Background: an optimization exercise with open tools, aiming at small area, a short achievable clock period and few clock cycles. Do not read the settings as production practice.
In this exercise RTL edits were held to simulation tests only and were not proved equivalent to the original.

## run A
Design ordered_timer_expiry_manager_top, start of the top module:
module ordered_timer_expiry_manager_top
#(
    parameter int NUM_SLOTS = 16
) (
    input  logic              i_clk,
    input  logic              i_rst_n,
    input  logic              i_s_tvalid,
    output logic              o_s_tready,
    input  logic [IN_DW-1:0]  i_s_tdata,    
    input  logic [1:0]        i_s_tuser,    
    output logic              o_m_tvalid,
    input  logic              i_m_tready,
    output logic [OUT_DW-1:0] o_m_tdata,    
    output logic              o_m_tlast     
);
    localparam int N  = NUM_SLOTS;
    localparam int IW = $clog2(NUM_SLOTS);
    localparam int KW = DELAY_W + 1;            
    localparam int LW = 6;                      
    logic                r_in_vld;
    logic [1:0]          r_in_cmd;
    logic [IW-1:0]       r_in_slot;
    logic                r_in_range;
    logic [DELAY_W-1:0]  r_in_d;
    logic                r_in_per;
    logic [EXP_W-1:0]    r_t1;          
    logic [KW-1:0]       r_t2;          
    logic                r_open;        
    logic                r_closed;      
    logic                r_rdy;         
    logic                r_bub;         
    logic [EVCNT_W-1:0]  r_cnt;         
    logic [N-1:0]              r_arm;
    logic [N-1:0]              r_a;     
    logic [N-1:0]              r_u;     
    logic [N-1:0]              r_b1;
    logic [N-1:0]              r_b2;
    logic [N-1:0][KW-1:0]      r_k;
    logic [N-1:0][DELAY_W-1:0] r_p;
    logic [N-1:0]        r_w_hit;       
    logic                r_w_bp;        
    logic                r_w_x1, r_w_x2, r_w_x3;   
    logic                r_w_cf;        
    logic [KW-1:0]       r_w_add;       
    logic                r_w_cin;
    logic                r_out_vld;
    logic [SLOT_W-1:0]   r_out_slot;
    logic [EXP_W-1:0]    r_out_exp;
    logic                r_out_last;
    logic                out_free, take, cmd_go, due_cmd;
    logic [N-1:0]        due_now;       
  ...
Size in the first run: about 5600 cells after synthesis, about 1400 flip-flops, roughly 120 I/O pins.
export LEC_CHECK = 0
export ABC_AREA = 1
export CAP_MARGIN = 20
export CORE_MARGIN = 2
export CORE_UTILIZATION = 55
export CTS_CLUSTER_DIAMETER = 70
export CTS_CLUSTER_SIZE = 30
export SLEW_MARGIN = 20
create_clock -name core_clock -period 10.0 [get_ports {i_clk}]
standard.sh (not shown) runs the stock make flow with config.mk's settings and CLKGATE_MAP_FILE= SYNTH_SCRIPT=/design/flow/synth_recipe.tcl, a recipe that flattens the netlist after the stock synthesis.
==> flow/flow/run.sh <==
#!/bin/bash
set -euo pipefail
bash standard.sh SETUP_SLACK_MARGIN=6.8 finish > standard_flow.log 2>&1
Testbench counts of run A, summed over its fixed seeds: cycles 5,875.
What run B does differently from run A at the input level:
- CORE_UTILIZATION: 55 -> 40
==> flow/flow/run.sh <==
#!/bin/bash
set -euo pipefail
bash standard.sh SETUP_SLACK_MARGIN=6.5 finish > standard_flow.log 2>&1
- Run B closes out successfully: all stages finished, all timing, DRC and antenna checks passed.
- Where final critical-path required period is concerned, run A is outperformed by run B.
- Wire length delta (run B − run A): favourable
- Run B ends up with a core utilization that is 23 points lower than in run A.
- Compared with run A, in run B count of multi-input combinational gates now smaller; maximum number of pins on one net before global-route repair now smaller.
- Count of plain and timing-repair buffers in the layout for run B is lower than for run A.
- Run B vs. run A: fmax increased about 1%, fraction of area in multi-input gates decreased 0.45 points, die extent in y increased 58 microns, least setup slack across all paths after layout increased 0.036 ns.
For run C, these inputs were changed with respect to run B:
- CORE_UTILIZATION changed from 40 to 55
==> comparison <==
The area share of buffers outside the clock network in run C was higher than what run B gave.
Higher starting utilization of the core area was reported by run C, not run B.
In the metrics for run B and run C, the one carrying the lower final-stage net count is run B.
Comparing the two runs side by side, run C comes out behind run B on fmax.
Changes observed in run C relative to run B: final-layout worst hold slack shows an increase of 0.0054 ns; mean number of vias per cell went up.
Run C vs run B, number of core rows went down by 22.
Going from run B to run C, die area shrank by more than a quarter.

* * *

## the baseline
Another version of the RTL of ordered_timer_expiry_manager_top (not shown whole).
Size in the first run: about 5600 cells after synthesis, about 1400 flip-flops, roughly 62000 um2 of cells after synthesis.
clock: 10.0 ns
lec_check: 0
abc_area: 1
cap_margin: 20
core_margin: 2
core_utilization: 55
cts_cluster_diameter: 70
cts_cluster_size: 30
slew_margin: 20
==> flow/flow/run.sh <==
#!/bin/bash
set -euo pipefail
bash standard.sh SETUP_SLACK_MARGIN=6.5 finish > standard_flow.log 2>&1
The baseline completed end to end with timing, DRC and antenna clean.
Testbench counts of the baseline, summed over its fixed seeds: cycles 5,875.
Here is what was changed in the inputs of the candidate compared with the baseline.
- changing CORE_UTILIZATION from 55 to 70
[summary]
Lower post-synthesis to final-layout area growth among the candidate and the baseline: the candidate. Highest metal layer with signal wires: met5 -> the baseline, met4 -> the candidate. [compare] base=the baseline new=the candidate: effective utilization at floorplan now larger; post-detailed-route wirelength per cell went down by about 0.4%. Worst slew slack as a fraction of its limit: the candidate better than the baseline.

-- re-timing with driven ports --
The flow's constraints put no driver on any port. The routed layouts listed below were extracted and timed again, unchanged, in two steps. Step 1 (the two cells are an assumption about what drives the block):
set clk [get_ports {i_clk}]
set_driving_cell -lib_cell sky130_fd_sc_hd__clkbuf_16 $clk
set_driving_cell -lib_cell sky130_fd_sc_hd__buf_2 [delete_from_list [all_inputs] $clk]
Step 2 times the ports against the registers' clock, not the clock port: input delays grow and output delays shrink by t, the midpoint of the rising clock arrivals with the driver on. Slacks: no drivers / after step 1 / after step 2; pairs: no drivers / after step 1.
run	t (ns)	setup WS [ns]	worst setup path after step 2	latest minus earliest clock arrival (ns)	cell pins on the clock port's net
run A	0.796	6.419 / 6.419 / 6.019	input to register	0.049 / 0.049	1
run B	0.841	6.455 / 6.373 / 5.882	input to register	0.053 / 0.053	1
run C	0.782	6.363 / 6.363 / 5.843	input to register	0.049 / 0.049	1
the baseline	0.778	6.378 / 6.378 / 5.873	input to register	0.044 / 0.044	1
the candidate	0.763	6.273 / 6.273 / 5.849	input to register	0.042 / 0.042	1
After both steps setup and hold are still met in every run listed. For run B, which loses most, drivers alone change the setup slack by -0.082 ns; drivers and shift together by -0.573 ns.
